This design comes from an exercise in tuning for a short achievable clock period and few clock cycles per item on the open sky130 flow, not from production work. The RTL was checked by simulation tests, not by an equivalence proof against the original design. Power figures rest on the tool's default switching activity, not on a simulated workload.

<file path="flow/config.mk">
export PLATFORM = sky130hd
export DESIGN_NAME = mips_core
export DESIGN_NICKNAME = mips_core
export VERILOG_FILES = /design/flow/design.v
export SDC_FILE = /design/flow/constraint.sdc
export NUM_CORES = 4
export LEC_CHECK = 0
export CAP_MARGIN = 20
export CORE_MARGIN = 2
export CORE_UTILIZATION = 40
export SLEW_MARGIN = 20
</file>
<file path="flow/run.sh">
#!/bin/bash
# synth_recipe.tcl (not shown) runs the flow's synth.tcl, then flattens the netlist and writes it again
# the make line also repeats each setting of config.mk as NAME=value (left out here)
make -C /OpenROAD-flow-scripts/flow DESIGN_CONFIG=/design/flow/config.mk WORK_HOME=/design/flow/orfs CLKGATE_MAP_FILE= SYNTH_SCRIPT=/design/flow/synth_recipe.tcl finish
</file>
<file path="flow/design.v">
package mips_pkg;
    typedef logic [31:0] word_t;                     
    typedef logic [4:0]  reg_addr_t;                 
    typedef logic [5:0]  opcode_t;                   
    typedef logic [5:0]  funct_t;                    
    typedef logic [1:0]  fwd_sel_t;                  
    typedef enum logic [2:0] {
        ALU_ADD,
        ALU_SUB,
        ALU_AND,
        ALU_OR,
        ALU_SLT
    } alu_op_t;
    localparam fwd_sel_t FWD_REG = 2'd0;             
    localparam fwd_sel_t FWD_MEM = 2'd1;             
    localparam fwd_sel_t FWD_WB  = 2'd2;             
    localparam opcode_t OP_RTYPE = 6'h00;
    localparam opcode_t OP_BEQ   = 6'h04;
    localparam opcode_t OP_BNE   = 6'h05;
    localparam opcode_t OP_ADDIU = 6'h09;
    localparam opcode_t OP_SLTI  = 6'h0a;
    localparam opcode_t OP_ANDI  = 6'h0c;
    localparam opcode_t OP_ORI   = 6'h0d;
    localparam opcode_t OP_LW    = 6'h23;
    localparam opcode_t OP_SW    = 6'h2b;
    localparam funct_t FN_ADDU = 6'h21;
    localparam funct_t FN_SUBU = 6'h23;
    localparam funct_t FN_AND  = 6'h24;
    localparam funct_t FN_OR   = 6'h25;
    localparam funct_t FN_SLT  = 6'h2a;
    localparam word_t PC_STEP = 32'd4;               
    function automatic word_t fwd_pick(input fwd_sel_t sel, input word_t reg_val,
                                       input word_t mem_val, input word_t wb_val);
        case (sel)
            FWD_MEM: fwd_pick = mem_val;
            FWD_WB:  fwd_pick = wb_val;
            default: fwd_pick = reg_val;
        endcase
    endfunction
endpackage
`timescale 1ns/1ps
module fetch_stage #(
    parameter mips_pkg::word_t RESET_PC = '0
) (
    input  logic            clock,
    input  logic            rst_n,
    input  logic            stall,
    input  logic            branch_taken,
    input  mips_pkg::word_t branch_target,
    output mips_pkg::word_t imem_addr,
    input  mips_pkg::word_t imem_data,
    output mips_pkg::word_t id_instruction,
    output mips_pkg::word_t id_pc_plus4
);
    mips_pkg::word_t pc;
    mips_pkg::word_t pc_plus4;
    mips_pkg::word_t next_pc;
    assign imem_addr = pc;                           
    assign pc_plus4  = pc + mips_pkg::PC_STEP;
    assign next_pc   = branch_taken ? branch_target : pc_plus4;    
    always_ff @(posedge clock) begin
        if (!rst_n) begin
            pc             <= RESET_PC;
            id_instruction <= '0;                    
        end else if (!stall) begin
            pc             <= next_pc;
            id_instruction <= imem_data;
        end
    end
    always_ff @(posedge clock) begin
        if (!stall) begin
            id_pc_plus4 <= pc_plus4;                 
        end
    end
endmodule
`timescale 1ns/1ps
module register_file (
    input  logic                clock,
    input  logic                rst_n,
    input  mips_pkg::reg_addr_t rs,
    input  mips_pkg::reg_addr_t rt,
    output mips_pkg::word_t     rs_data,
    output mips_pkg::word_t     rt_data,
    input  logic                wb_write,
    input  mips_pkg::reg_addr_t wb_reg,
    input  mips_pkg::word_t     wb_data
);
    mips_pkg::word_t regs [31:1];                    
    always_ff @(posedge clock) begin
        if (wb_write && wb_reg != '0) begin
            regs[wb_reg] <= wb_data;
        end
    end
    assign rs_data = (rs == '0) ? '0 : (wb_write && wb_reg == rs) ? wb_data : regs[rs];
    assign rt_data = (rt == '0) ? '0 : (wb_write && wb_reg == rt) ? wb_data : regs[rt];
endmodule
`timescale 1ns/1ps
module decode_stage (
    input  logic                clock,
    input  logic                rst_n,
    input  logic                stall,
    input  mips_pkg::word_t     instruction,
    input  mips_pkg::word_t     pc_plus4,
    input  mips_pkg::word_t     rs_data,
    input  mips_pkg::word_t     rt_data,
    input  mips_pkg::fwd_sel_t  fwd_rs,
    input  mips_pkg::fwd_sel_t  fwd_rt,
    input  mips_pkg::word_t     mem_alu_result,
    input  mips_pkg::word_t     wb_data,
    output mips_pkg::reg_addr_t rs,
    output mips_pkg::reg_addr_t rt,
    output logic                uses_rs,
    output logic                uses_rt,
    output logic                is_branch,
    output logic                branch_taken,
    output mips_pkg::word_t     branch_target,
    output mips_pkg::alu_op_t   ex_alu_op,
    output mips_pkg::word_t     ex_a,
    output mips_pkg::word_t     ex_b,
    output mips_pkg::word_t     ex_imm,
    output logic                ex_use_imm,
    output mips_pkg::reg_addr_t ex_rs,
    output mips_pkg::reg_addr_t ex_rt,
    output mips_pkg::reg_addr_t ex_dest,
    output logic                ex_reg_write,
    output logic                ex_mem_read,
    output logic                ex_mem_write
);
    mips_pkg::opcode_t   opcode;
    mips_pkg::funct_t    funct;
    mips_pkg::reg_addr_t rd;
    mips_pkg::alu_op_t   alu_op;
    mips_pkg::word_t     imm_ext, op_a, op_b;
    logic                use_imm, dest_rd, sign_ext;
    logic                reg_write, mem_read, mem_write;
    assign opcode = instruction[31:26];
    assign rs     = instruction[25:21];
    assign rt     = instruction[20:16];
    assign rd     = instruction[15:11];
    assign funct  = instruction[5:0];
    always_comb begin
        alu_op    = mips_pkg::ALU_ADD;               
        use_imm   = 1'b0;
        dest_rd   = 1'b0;
        sign_ext  = 1'b1;
        reg_write = 1'b0;
        mem_read  = 1'b0;
        mem_write = 1'b0;
        uses_rs   = 1'b0;
        uses_rt   = 1'b0;
        is_branch = 1'b0;
        case (opcode)
            mips_pkg::OP_RTYPE: begin
                uses_rs = 1'b1;
                uses_rt = 1'b1;
                dest_rd = 1'b1;
                reg_write = 1'b1;
                case (funct)
                    mips_pkg::FN_ADDU: alu_op = mips_pkg::ALU_ADD;
                    mips_pkg::FN_SUBU: alu_op = mips_pkg::ALU_SUB;
                    mips_pkg::FN_AND:  alu_op = mips_pkg::ALU_AND;
                    mips_pkg::FN_OR:   alu_op = mips_pkg::ALU_OR;
                    mips_pkg::FN_SLT:  alu_op = mips_pkg::ALU_SLT;
                    default:           reg_write = 1'b0;    
                endcase
            end
            mips_pkg::OP_ADDIU, mips_pkg::OP_SLTI, mips_pkg::OP_ANDI, mips_pkg::OP_ORI: begin
                uses_rs   = 1'b1;
                use_imm   = 1'b1;
                reg_write = 1'b1;
                case (opcode)
                    mips_pkg::OP_SLTI: alu_op = mips_pkg::ALU_SLT;
                    mips_pkg::OP_ANDI: alu_op = mips_pkg::ALU_AND;
                    mips_pkg::OP_ORI:  alu_op = mips_pkg::ALU_OR;
                    default:           alu_op = mips_pkg::ALU_ADD;
                endcase
                sign_ext = !(opcode == mips_pkg::OP_ANDI || opcode == mips_pkg::OP_ORI);
            end
            mips_pkg::OP_LW: begin
                uses_rs   = 1'b1;
                use_imm   = 1'b1;
                reg_write = 1'b1;
                mem_read  = 1'b1;
            end
            mips_pkg::OP_SW: begin
                uses_rs   = 1'b1;
                uses_rt   = 1'b1;                    
                use_imm   = 1'b1;
                mem_write = 1'b1;
            end
            mips_pkg::OP_BEQ, mips_pkg::OP_BNE: begin
                uses_rs   = 1'b1;
                uses_rt   = 1'b1;
                is_branch = 1'b1;
            end
            default: ;                               
        endcase
    end
    assign imm_ext = sign_ext ? {{16{instruction[15]}}, instruction[15:0]}
                              : {16'h0000, instruction[15:0]};
    assign op_a = mips_pkg::fwd_pick(fwd_rs, rs_data, mem_alu_result, wb_data);
    assign op_b = mips_pkg::fwd_pick(fwd_rt, rt_data, mem_alu_result, wb_data);
    assign branch_taken  = is_branch && ((opcode == mips_pkg::OP_BEQ) == (op_a == op_b));
    assign branch_target = pc_plus4 + {imm_ext[29:0], 2'b00};
    always_ff @(posedge clock) begin
        if (!rst_n || stall) begin
            ex_reg_write <= 1'b0;                    
            ex_mem_read  <= 1'b0;
            ex_mem_write <= 1'b0;
            ex_rs        <= '0;                      
            ex_rt        <= '0;
            ex_dest      <= '0;
        end else begin
            ex_reg_write <= reg_write;
            ex_mem_read  <= mem_read;
            ex_mem_write <= mem_write;
            ex_rs        <= rs;
            ex_rt        <= rt;
            ex_dest      <= dest_rd ? rd : rt;
        end
    end
    always_ff @(posedge clock) begin
        ex_alu_op  <= alu_op;
        ex_a       <= op_a;
        ex_b       <= op_b;
        ex_imm     <= imm_ext;
        ex_use_imm <= use_imm;
    end
endmodule
`timescale 1ns/1ps
module hazard_unit (
    input  mips_pkg::reg_addr_t id_rs,
    input  mips_pkg::reg_addr_t id_rt,
    input  logic                uses_rs,
    input  logic                uses_rt,
    input  logic                is_branch,
    input  mips_pkg::reg_addr_t ex_rs,
    input  mips_pkg::reg_addr_t ex_rt,
    input  mips_pkg::reg_addr_t ex_dest,
    input  mips_pkg::reg_addr_t mem_dest,
    input  mips_pkg::reg_addr_t wb_dest,
    input  logic                ex_reg_write,
    input  logic                ex_mem_read,
    input  logic                mem_reg_write,
    input  logic                mem_mem_read,
    input  logic                wb_write,
    output logic                stall,
    output mips_pkg::fwd_sel_t  id_fwd_rs,
    output mips_pkg::fwd_sel_t  id_fwd_rt,
    output mips_pkg::fwd_sel_t  ex_fwd_rs,
    output mips_pkg::fwd_sel_t  ex_fwd_rt
);
    logic rs_live, rt_live;                          
    logic ex_hit_rs, ex_hit_rt, mem_hit_rs, mem_hit_rt, wb_hit_rs, wb_hit_rt;
    logic exm_hit_rs, exm_hit_rt, exw_hit_rs, exw_hit_rt;
    assign rs_live = uses_rs && id_rs != '0;
    assign rt_live = uses_rt && id_rt != '0;
    assign ex_hit_rs  = rs_live && ex_reg_write && ex_dest == id_rs;
    assign ex_hit_rt  = rt_live && ex_reg_write && ex_dest == id_rt;
    assign mem_hit_rs = rs_live && mem_reg_write && mem_dest == id_rs;
    assign mem_hit_rt = rt_live && mem_reg_write && mem_dest == id_rt;
    assign wb_hit_rs  = rs_live && wb_write && wb_dest == id_rs;
    assign wb_hit_rt  = rt_live && wb_write && wb_dest == id_rt;
    assign stall = ((ex_hit_rs || ex_hit_rt) && (ex_mem_read || is_branch))
                || ((mem_hit_rs || mem_hit_rt) && mem_mem_read && is_branch);
    assign id_fwd_rs = mem_hit_rs ? (mem_mem_read ? mips_pkg::FWD_REG : mips_pkg::FWD_MEM)
                     : wb_hit_rs ? mips_pkg::FWD_WB : mips_pkg::FWD_REG;
    assign id_fwd_rt = mem_hit_rt ? (mem_mem_read ? mips_pkg::FWD_REG : mips_pkg::FWD_MEM)
                     : wb_hit_rt ? mips_pkg::FWD_WB : mips_pkg::FWD_REG;
    assign exm_hit_rs = ex_rs != '0 && mem_reg_write && mem_dest == ex_rs;
    assign exm_hit_rt = ex_rt != '0 && mem_reg_write && mem_dest == ex_rt;
    assign exw_hit_rs = ex_rs != '0 && wb_write && wb_dest == ex_rs;
    assign exw_hit_rt = ex_rt != '0 && wb_write && wb_dest == ex_rt;
    assign ex_fwd_rs = exm_hit_rs ? mips_pkg::FWD_MEM            
                     : exw_hit_rs ? mips_pkg::FWD_WB : mips_pkg::FWD_REG;
    assign ex_fwd_rt = exm_hit_rt ? mips_pkg::FWD_MEM
                     : exw_hit_rt ? mips_pkg::FWD_WB : mips_pkg::FWD_REG;
endmodule
`timescale 1ns/1ps
module execute_stage (
    input  logic                clock,
    input  logic                rst_n,
    input  mips_pkg::alu_op_t   ex_alu_op,
    input  mips_pkg::word_t     ex_a,
    input  mips_pkg::word_t     ex_b,
    input  mips_pkg::word_t     ex_imm,
    input  logic                ex_use_imm,
    input  mips_pkg::reg_addr_t ex_rs,
    input  mips_pkg::reg_addr_t ex_rt,
    input  mips_pkg::reg_addr_t ex_dest,
    input  logic                ex_reg_write,
    input  logic                ex_mem_read,
    input  logic                ex_mem_write,
    input  mips_pkg::fwd_sel_t  fwd_rs,
    input  mips_pkg::fwd_sel_t  fwd_rt,
    input  mips_pkg::word_t     mem_alu_result,
    input  mips_pkg::word_t     wb_data,
    output mips_pkg::word_t     mem_alu_result_q,
    output mips_pkg::word_t     mem_store_data,
    output mips_pkg::reg_addr_t mem_dest,
    output logic                mem_reg_write,
    output logic                mem_mem_read,
    output logic                mem_mem_write
);
    mips_pkg::word_t a, rt_val, b, result;
    assign a      = mips_pkg::fwd_pick(fwd_rs, ex_a, mem_alu_result, wb_data);
    assign rt_val = mips_pkg::fwd_pick(fwd_rt, ex_b, mem_alu_result, wb_data);
    assign b      = ex_use_imm ? ex_imm : rt_val;    
    always_comb begin
        case (ex_alu_op)
            mips_pkg::ALU_SUB: result = a - b;
            mips_pkg::ALU_AND: result = a & b;
            mips_pkg::ALU_OR:  result = a | b;
            mips_pkg::ALU_SLT: result = {31'd0, $signed(a) < $signed(b)};
            default:           result = a + b;       
        endcase
    end
    always_ff @(posedge clock) begin
        if (!rst_n) begin
            mem_reg_write <= 1'b0;
            mem_mem_read  <= 1'b0;
            mem_mem_write <= 1'b0;
            mem_dest      <= '0;
        end else begin
            mem_reg_write <= ex_reg_write;
            mem_mem_read  <= ex_mem_read;
            mem_mem_write <= ex_mem_write;
            mem_dest      <= ex_dest;
        end
    end
    always_ff @(posedge clock) begin
        mem_alu_result_q <= result;
        mem_store_data   <= rt_val;
    end
endmodule
`timescale 1ns/1ps
module memory_stage (
    input  logic                clock,
    input  logic                rst_n,
    input  mips_pkg::word_t     alu_result,
    input  mips_pkg::word_t     store_data,
    input  mips_pkg::reg_addr_t dest,
    input  logic                reg_write,
    input  logic                mem_read,
    input  logic                mem_write,
    output mips_pkg::word_t     dmem_addr,
    output mips_pkg::word_t     dmem_write_data,
    output logic                dmem_read,
    output logic                dmem_write,
    input  mips_pkg::word_t     dmem_read_data,
    output logic                wb_write,
    output mips_pkg::reg_addr_t wb_reg,
    output mips_pkg::word_t     wb_data
);
    assign dmem_addr       = alu_result;             
    assign dmem_write_data = store_data;
    assign dmem_read       = mem_read;
    assign dmem_write      = mem_write;              
    always_ff @(posedge clock) begin
        if (!rst_n) begin
            wb_write <= 1'b0;
            wb_reg   <= '0;
        end else begin
            wb_write <= reg_write && dest != '0;     
            wb_reg   <= dest;
        end
    end
    always_ff @(posedge clock) begin
        wb_data <= mem_read ? dmem_read_data : alu_result;    
    end
endmodule
`timescale 1ns/1ps
module mips_core #(
    parameter mips_pkg::word_t RESET_PC = '0
) (
    input  logic                clock,
    input  logic                rst_n,
    output mips_pkg::word_t     imem_addr,
    input  mips_pkg::word_t     imem_data,
    output mips_pkg::word_t     dmem_addr,
    output mips_pkg::word_t     dmem_write_data,
    output logic                dmem_read,
    output logic                dmem_write,
    input  mips_pkg::word_t     dmem_read_data,
    output logic                wb_write,
    output mips_pkg::reg_addr_t wb_reg,
    output mips_pkg::word_t     wb_data
);
    logic                stall;                      
    logic                branch_taken;
    mips_pkg::word_t     branch_target;
    mips_pkg::word_t     id_instruction, id_pc_plus4;
    mips_pkg::reg_addr_t id_rs, id_rt;
    mips_pkg::word_t     id_rs_data, id_rt_data;     
    logic                uses_rs, uses_rt, is_branch;
    mips_pkg::fwd_sel_t  id_fwd_rs, id_fwd_rt, ex_fwd_rs, ex_fwd_rt;
    mips_pkg::alu_op_t   ex_alu_op;
    mips_pkg::word_t     ex_a, ex_b, ex_imm;
    logic                ex_use_imm;
    mips_pkg::reg_addr_t ex_rs, ex_rt, ex_dest;
    logic                ex_reg_write, ex_mem_read, ex_mem_write;
    mips_pkg::word_t     mem_alu_result, mem_store_data;
    mips_pkg::reg_addr_t mem_dest;
    logic                mem_reg_write, mem_mem_read, mem_mem_write;
    fetch_stage #(.RESET_PC(RESET_PC)) i_fetch (
        .clock, .rst_n, .stall, .branch_taken, .branch_target,
        .imem_addr, .imem_data,
        .id_instruction, .id_pc_plus4
    );
    register_file i_regs (
        .clock, .rst_n,
        .rs(id_rs), .rt(id_rt), .rs_data(id_rs_data), .rt_data(id_rt_data),
        .wb_write, .wb_reg, .wb_data                 
    );
    decode_stage i_decode (
        .clock, .rst_n, .stall,
        .instruction(id_instruction), .pc_plus4(id_pc_plus4),
        .rs_data(id_rs_data), .rt_data(id_rt_data),
        .fwd_rs(id_fwd_rs), .fwd_rt(id_fwd_rt),
        .mem_alu_result, .wb_data,
        .rs(id_rs), .rt(id_rt), .uses_rs, .uses_rt, .is_branch,
        .branch_taken, .branch_target,
        .ex_alu_op, .ex_a, .ex_b, .ex_imm, .ex_use_imm,
        .ex_rs, .ex_rt, .ex_dest, .ex_reg_write, .ex_mem_read, .ex_mem_write
    );
    hazard_unit i_hazard (
        .id_rs, .id_rt, .uses_rs, .uses_rt, .is_branch,
        .ex_rs, .ex_rt, .ex_dest, .mem_dest, .wb_dest(wb_reg),
        .ex_reg_write, .ex_mem_read, .mem_reg_write, .mem_mem_read, .wb_write,
        .stall, .id_fwd_rs, .id_fwd_rt, .ex_fwd_rs, .ex_fwd_rt
    );
    execute_stage i_execute (
        .clock, .rst_n,
        .ex_alu_op, .ex_a, .ex_b, .ex_imm, .ex_use_imm,
        .ex_rs, .ex_rt, .ex_dest, .ex_reg_write, .ex_mem_read, .ex_mem_write,
        .fwd_rs(ex_fwd_rs), .fwd_rt(ex_fwd_rt),
        .mem_alu_result, .wb_data,                   
        .mem_alu_result_q(mem_alu_result), .mem_store_data, .mem_dest,
        .mem_reg_write, .mem_mem_read, .mem_mem_write
    );
    memory_stage i_memory (
        .clock, .rst_n,
        .alu_result(mem_alu_result), .store_data(mem_store_data), .dest(mem_dest),
        .reg_write(mem_reg_write), .mem_read(mem_mem_read), .mem_write(mem_mem_write),
        .dmem_addr, .dmem_write_data, .dmem_read, .dmem_write, .dmem_read_data,
        .wb_write, .wb_reg, .wb_data
    );
endmodule
</file>
<file path="flow/constraint.sdc">
create_clock -name core_clock -period 7.0 [get_ports {clock}]
set_input_delay 1.4000 -clock core_clock [delete_from_list [all_inputs] [get_ports {clock}]]
set_output_delay 1.4000 -clock core_clock [all_outputs]
set_load 0.01 [all_outputs]
</file>
==> flow_summary.toml, run 1 <==
[die]
num_io_pins = 202
initial_utilization = 0.404
rows = 148
core_region_area_um2 = 163000
fp.dieH_um = 410
die_w_um = 410
dieArea_um2 = 168000

[detailed_routing]
dr.pass1.iters = 8
drc = 0
drt-total-wl_um = 235000
vias = 46500
drtIter0Drc = 6225
post_drt_wl_per_cell_um = 31.8
post_drt_via_cell_ratio = 6.31
postRouteAntennaNets = 0

[worst_hold_path]
holdPathStages = 0
min-delay-path-class = "flip-flop to flip-flop"

[grt]
grt_pass1_vias = 45800
grt_usage = 0.276
antenna_found_initial = 3
grt-ovfl-total = 0
grt_max_degree = 104
grt_pass1_wl_um = 333000

[yosys]
synth-seq-area-share = 0.554
ys.flop_type = "edfxtp_1"
synth_cell_type_count = 94
synth_nets = 5049
syn_inst = 4854
async_flop_share = 0
synth_edf_count = 1024
syn_avg_cell_area_um2 = 13.6
yosys_warnings = 5
syn_area_um2 = 65900
ys_ff_latch = 1312

[pwr]
peakVddDrop_mv = 0.258
powerDensity_nw_per_um2 = 284
leakage_uw = 0.0256

[clock_network]
cts_buffers = 148
cts_tree = "yes"
cts_max_path_buffers = 3
cts_resized = 0
post_cts_buffers = 0
ctsHoldBuffers = 0
htree_num_levels = 4
root_buffer = "clkbuf_16"
cts.sinks = 1312
clkTransAtPathRegs_ns = 0.06
clkLatencyLatePin_ns = 0.82

[setup_path]
critPathMaxStageDelay_ns = 0.71
cp.required_ns = 7.66
crit_path_start_kind = "flip-flop"
cp_slowest_cell = "dfxtp_1"
crit_type = "flip-flop to flip-flop"
worstPathArrival_ns = 7.08
r2r_cells = 23
crit_path_end_kind = "flip-flop"
crit_fanout = 15
crit_chain = "xor2_1, nor4_2, buf_4, mux2i_1, o21ai_0, mux2i_1, inv_1, ha_1, inv_1, fa_1, o21ba_2, o21ai_0, a21o_1, a21oi_1, nor2_1, o41ai_1, o31ai_1, nand2_1, o41ai_1, o221a_2, a21boi_0, xor2_1, a221o_1"

[place]
portBuffers = 201
place_congestion = 0.945
place_inst = 7107
hpwl_um = 154000

[final_layout]
fin_cells = 7378
largest_reg_flops = 992
regMostFlops = "i_regs.regs"
drive_gt1_frac = 0.190
final_common_cell = "edfxtp_1"
utilization = 0.465
area_growth_pct = 15.2
fin_nets = 5277
mostFrequentLayoutCells = "1024 x edfxtp_1, 422 x mux4_2, 327 x nand2_1"

[run_status]
outcome = "timing/DRC/antenna clean"

[timing]
worstMarginPinSlew_ns = 1.25
hold_violations = 0
max_clock_freq_mhz = 156
period_share = 0.917
setup_violations = 0
period_needed_ns = 6.42
slew_headroom = 0.169
clock_skew_ns = 0.0487
tns_ns = 0
maxSlewViolCount = 0
rsz0062_at_grt = "false"

[run]
maxCapViolations = 0
cells in the mapped netlist, types with 16 or more instances:
| cell type | number | share of area |
|---|---|---|
| o21ai_0 | 183 | 0.014 |
| xor2_1 | 42 | 0.0056 |
| mux4_2 | 422 | 0.14 |
| nand2_1 | 327 | 0.019 |
| nand2b_1 | 29 | 0.0028 |
| nand3_1 | 57 | 0.0043 |
| buf_2 | 59 | 0.0045 |
| nand4_1 | 42 | 0.0040 |
| buf_4 | 35 | 0.0040 |
| edfxtp_1 | 1024 | 0.47 |
| nor2_1 | 303 | 0.017 |
| and2_1 | 45 | 0.0043 |
| a22oi_1 | 94 | 0.011 |
| a21o_1 | 39 | 0.0044 |
| o22ai_1 | 72 | 0.0068 |
| and3_1 | 29 | 0.0028 |
| nor2b_1 | 26 | 0.0025 |
| or3_1 | 16 | 0.0015 |
| a31oi_1 | 30 | 0.0028 |
| a211oi_1 | 53 | 0.0060 |
| a221oi_1 | 46 | 0.0061 |
| nor3_1 | 48 | 0.0036 |
| inv_1 | 135 | 0.0077 |
| ha_1 | 126 | 0.024 |
| o22a_1 | 16 | 0.0021 |
| o21bai_1 | 18 | 0.0021 |
| clkbuf_1 | 205 | 0.012 |
| a21oi_1 | 294 | 0.022 |
| xnor2_1 | 91 | 0.012 |
| a2111oi_0 | 21 | 0.0028 |
| buf_1 | 31 | 0.0018 |
| dfxtp_1 | 288 | 0.088 |
| nor4_1 | 18 | 0.0017 |
| mux2_2 | 44 | 0.0075 |
| mux2i_1 | 287 | 0.044 |
kinds of logic (layout without fill, tap and decap cells):
group	count (synthesis)	count (layout)	share of synthesized area
compound gates	1049	1049	0.105
mux	755	755	0.196
other cells	0	2	0
fa+ha+maj	129	129	0.0248
xor+xnor	133	133	0.0177
buf+inv	486	833	0.0330
simple gates	990	990	0.0695
flops	1312	1312	0.554
worst max-delay path: cells and delay by family (launching register included):
family / cells / cell delay, ns
compound gates: 11 / 3.09
simple gates: 3 / 0.69
buf+inv: 3 / 0.54
fa+ha+maj: 2 / 0.66
mux: 2 / 0.26
flops: 1 / 0.71
xor+xnor: 2 / 0.30
path summary, 6_finish.rpt:
| check | start | end | slack, ns |
|---|---|---|---|
| setup / recovery | i_memory.wb_reg[0] | i_execute.mem_alu_result_q[28] | 0.58 |
| hold / removal | i_fetch.id_instruction[7] | i_decode.ex_imm[7] | 0.41 |
| setup reg to reg | i_memory.wb_reg[0] | i_execute.mem_alu_result_q[28] | 0.58 |
| hold reg to reg | i_fetch.id_instruction[7] | i_decode.ex_imm[7] | 0.41 |
final cells by class:
class,count,area (um^2)
fill,14200,87300
sequential,1312,36500
multi-input combinational,3056,27500
clock buffer,190,3970
timing repair buffer,425,3880
tap,2175,2720
clock inverter,79,698
inverter,139,524
antenna,2,5.00
power breakdown:
group | switching (uW) | leakage [uW] | internal (uW)
registers | 490 | 0.0117 | 9410
clock network | 3280 | 0.00225 | 4280
logic | 2690 | 0.0117 | 1410
metrics by stage:
step	setup WS (ns)	total power, uW	hold WS, ns	cell area (um^2)
floorplan	1.13	11900	0.355	65900
global placement	0.788	14100	0.398	71200
detailed placement	0.763	14100	0.400	71200
CTS	0.709	21600	0.409	75900
global route	0.0741	22100	0.421	75900
finish	0.582	21600	0.412	75900
routing by layer:
layer  track usage  vias to the layer above  share of wire
li1              -                    19500              -
met1         0.371                    23900           0.39
met2         0.423                     2580           0.45
met3        0.0590                      540           0.10
met4         0.137                        0          0.056
met5             0                        -              0
Testbench counts, summed over its fixed seeds: cycles 46,453, instrs 43,169.
==> inputs of run 2 (changes only) <==
--- a/flow/config.mk
+++ b/flow/config.mk
@@ -5,7 +5,10 @@
 export SDC_FILE = /design/flow/constraint.sdc
 export NUM_CORES = 4
 export LEC_CHECK = 0
+export ABC_CLOCK_PERIOD_IN_PS = 2500
 export CAP_MARGIN = 20
 export CORE_MARGIN = 2
 export CORE_UTILIZATION = 40
+export SETUP_SLACK_MARGIN = 3.5
 export SLEW_MARGIN = 20
+export TNS_END_PERCENT = 100
==> run 2 against run 1 <==
Sequential power barely moved. Routed wire length increased by 5.6%. Worst setup slack improved by 1.3 ns. Critical path depth up 2. Utilization is 3.0 points higher. Largest power group unchanged.
==> flow_summary.toml, run 2 <==
[timing]
tns_ns = 0
period_share = 0.727
maxSlewViolCount = 0
rsz0062_at_grt = "true"
setup_violations = 0
max_clock_freq_mhz = 196
hold_violations = 0
slew_headroom = 0.256
clock_skew_ns = 0.0364
worstMarginPinSlew_ns = 1.12
period_needed_ns = 5.09

[detailed_routing]
wl_met1_um = 93100
drtIter0Drc = 6563
wl_met2_um = 111000
drt-total-wl_um = 248000
post_drt_via_cell_ratio = 6.36
highest-signal-layer = "met5"
postRouteAntennaNets = 0
post_drt_wl_per_cell_um = 32.6
dr.pass1.iters = 10
drc = 0
vias = 48400
dr_wl_met3_um = 29100

[setup_path]
crit_fanout = 3
cpLargestDelayFamily = "compound AO/OA/AOI/OAI gates"
crit_path_start_kind = "flip-flop"
worstReg2RegStart = "i_decode.ex_rt[0]"
startpoint = "i_decode.ex_rt[0]"
cp_slowest_cell = "or4_4"
worstPathArrival_ns = 5.78
critPathMaxStageDelay_ns = 0.54
cp.required_ns = 7.69
crit_type = "flip-flop to flip-flop"
crit_path_end_kind = "flip-flop"
cp_common_cell = "buf_4"
crit_buf_inv = 5

[final_layout]
regMostFlops = "i_regs.regs"
area_growth_pct = 22.7
largest_reg_flops = 992
mostFrequentLayoutCells = "1024 x edfxtp_1, 422 x mux4_2, 319 x nand2_1"
final_common_cell = "edfxtp_1"
fin_nets = 5498
drive_gt1_frac = 0.275
multi_input_area_um2 = 29200
regArea_um2 = 36600
n_fill_cell = 13800

[die]
num_io_pins = 202
core_region_area_um2 = 163000
dieArea_um2 = 168000
die_w_um = 410
initial_utilization = 0.404
rows = 148
fp.dieH_um = 410

[clock_network]
cts_buffers = 147
ctsHoldBuffers = 0
cts_max_path_buffers = 3
htree_num_levels = 4
cts.sinks = 1312
clkTransAtPathRegs_ns = 0.06
cts_tree = "yes"
root_buffer = "clkbuf_16"
clkLatencyLatePin_ns = 0.81

[pwr]
comb_power_share = 0.216
total_power_uw = 22600
peakVddDrop_mv = 0.271
clkPwrFrac = 0.346
sequentialPowerShare = 0.438
powerDensity_nw_per_um2 = 280
p_sw_frac = 0.302
p_int_uw = 15800
leakage_uw = 0.0277
p_switching_uw = 6830

[worst_hold_path]
worstHoldStart = "i_fetch.id_instruction[8]"
min-delay-path-class = "flip-flop to flip-flop"

[grt]
grt_pass1_vias = 46800
grt_usage = 0.290
grt_max_degree = 70
grt_pass1_wl_um = 348000
grt-ovfl-total = 0
antenna_found_initial = 7

[yosys]
synth-seq-area-share = 0.554
syn_inst = 4854
syn_avg_cell_area_um2 = 13.6
ys_ff_latch = 1312
syn_area_um2 = 65900
synthTopCellsByCount = "1024 x edfxtp_1, 422 x mux4_2, 327 x nand2_1, 303 x nor2_1, 294 x a21oi_1"
synth_nets = 5049
synth.most_common_cell = "edfxtp_1"
async_flop_share = 0
yosys.area.top_type = "edfxtp_1"
synth_edf_count = 1024
synth_top_area_frac = 0.467
ys.flop_type = "edfxtp_1"
synthTopCellsByArea = "edfxtp_1 47%, mux4_2 14%, dfxtp_1 8.8%, mux2i_1 4.4%, ha_1 2.4%"
synth_cell_type_count = 94
yosys_warnings = 5

[run_status]
outcome = "timing/DRC/antenna clean"

[place]
place_congestion = 0.937
hpwl_um = 153000
portBuffers = 201

[run]
maxCapViolations = 0
[run 2: cell counts after synthesis]
No cell type changed its count.
[run 2: kinds of logic (layout without fill, tap and decap cells)]
kind of cell | count (synthesis) | in the layout | share of synthesized area
other cells | 0 | 6 | 0
fa+ha+maj | 129 | 129 | 0.0248
simple gates | 990 | 992 | 0.0695
flops | 1312 | 1312 | 0.554
compound gates | 1049 | 1049 | 0.105
mux | 755 | 755 | 0.196
buf+inv | 486 | 1050 | 0.0330
xor+xnor | 133 | 133 | 0.0177
[run 2: final cells by class]
cell class | instances | area share
clock inverters | 75 | 0.0110
flip-flops and latches | 1312 | 0.453
clock buffers | 191 | 0.0486
multi-input cells | 3058 | 0.361
repair buffers | 645 | 0.0857
inverters | 139 | 0.00687
diodes | 6 | 0.000186
well taps | 2175 | 0.0337
[run 2: repair_timing]
| action | CTS | global route |
|---|---|---|
| pin swaps | 78 | 62 |
| setup buffers | 171 | 57 |
| gates cloned | 19 | 2 |
| gates resized for setup | 421 | 138 |
| endpoints found under the setup margin | 214 | 126 |
[run 2: final timing paths]
check	endpoint	slack, ns	depth (start not counted)
worst min-delay path	i_decode.ex_imm[8]	0.39	0
worst max register to register	i_execute.mem_alu_result_q[28]	1.91	25
worst max-delay path	i_execute.mem_alu_result_q[28]	1.91	25
worst min register to register	i_decode.ex_imm[8]	0.39	0
[run 2: power by group through the flow]
stage               clock network [uW]  logic, uW  registers [uW]
floorplan                            0       1720           10300
global placement                     0       4030           10100
detailed placement                   0       4050           10100
CTS                               7910       4630            9900
global route                      8190       5110            9920
finish                            7830       4880            9920
[run 2: routing by layer]
| metal | vias up | GRT usage |
|---|---|---|
| li1 | 20100 | - |
| met3 | 614 | 0.0756 |
| met5 | - | 0 |
| met1 | 24600 | 0.383 |
| met4 | 2 | 0.143 |
| met2 | 3053 | 0.442 |
[run 2: stage by stage]
stage,setup WS (ns),cell area [um^2],instances,utilization,hold slack [ns]
2_1_floorplan,2.24,66500,4854,-,0.355
3_3_place_gp,0.945,71200,7079,0.436,0.381
3_5_place_dp,0.916,71200,7080,0.436,0.380
4_1_cts,1.97,79800,7536,0.489,0.388
5_1_grt,1.69,80800,7598,0.495,0.398
6_report,1.91,80800,7601,0.495,0.391

afterwards: timing with drivers on the ports:
Ports are ideal in the flow. The routed layouts listed here were re-timed in OpenROAD.
Step 1 assumes that a clkbuf_16 drives the clock port and a buf_2 every other input.
Step 2, shift: input delay + t, output delay - t, t = (earliest + latest rising clock arrival at the registers) / 2. This alone moves slack from input paths to output paths.
Slacks: ideal / step 1 / step 2; pairs: ideal / step 1.
run	t (ns)	setup slack, ns	latest minus earliest clock arrival (ns)	slew at the worst register clock pin (ns)
run 1	0.870	0.582 / 0.582 / 0.582	0.049 / 0.050	0.07 / 0.07
run 2	0.872	1.908 / 1.908 / 1.908	0.036 / 0.036	0.07 / 0.07
After both steps setup and hold are still met in every run listed.
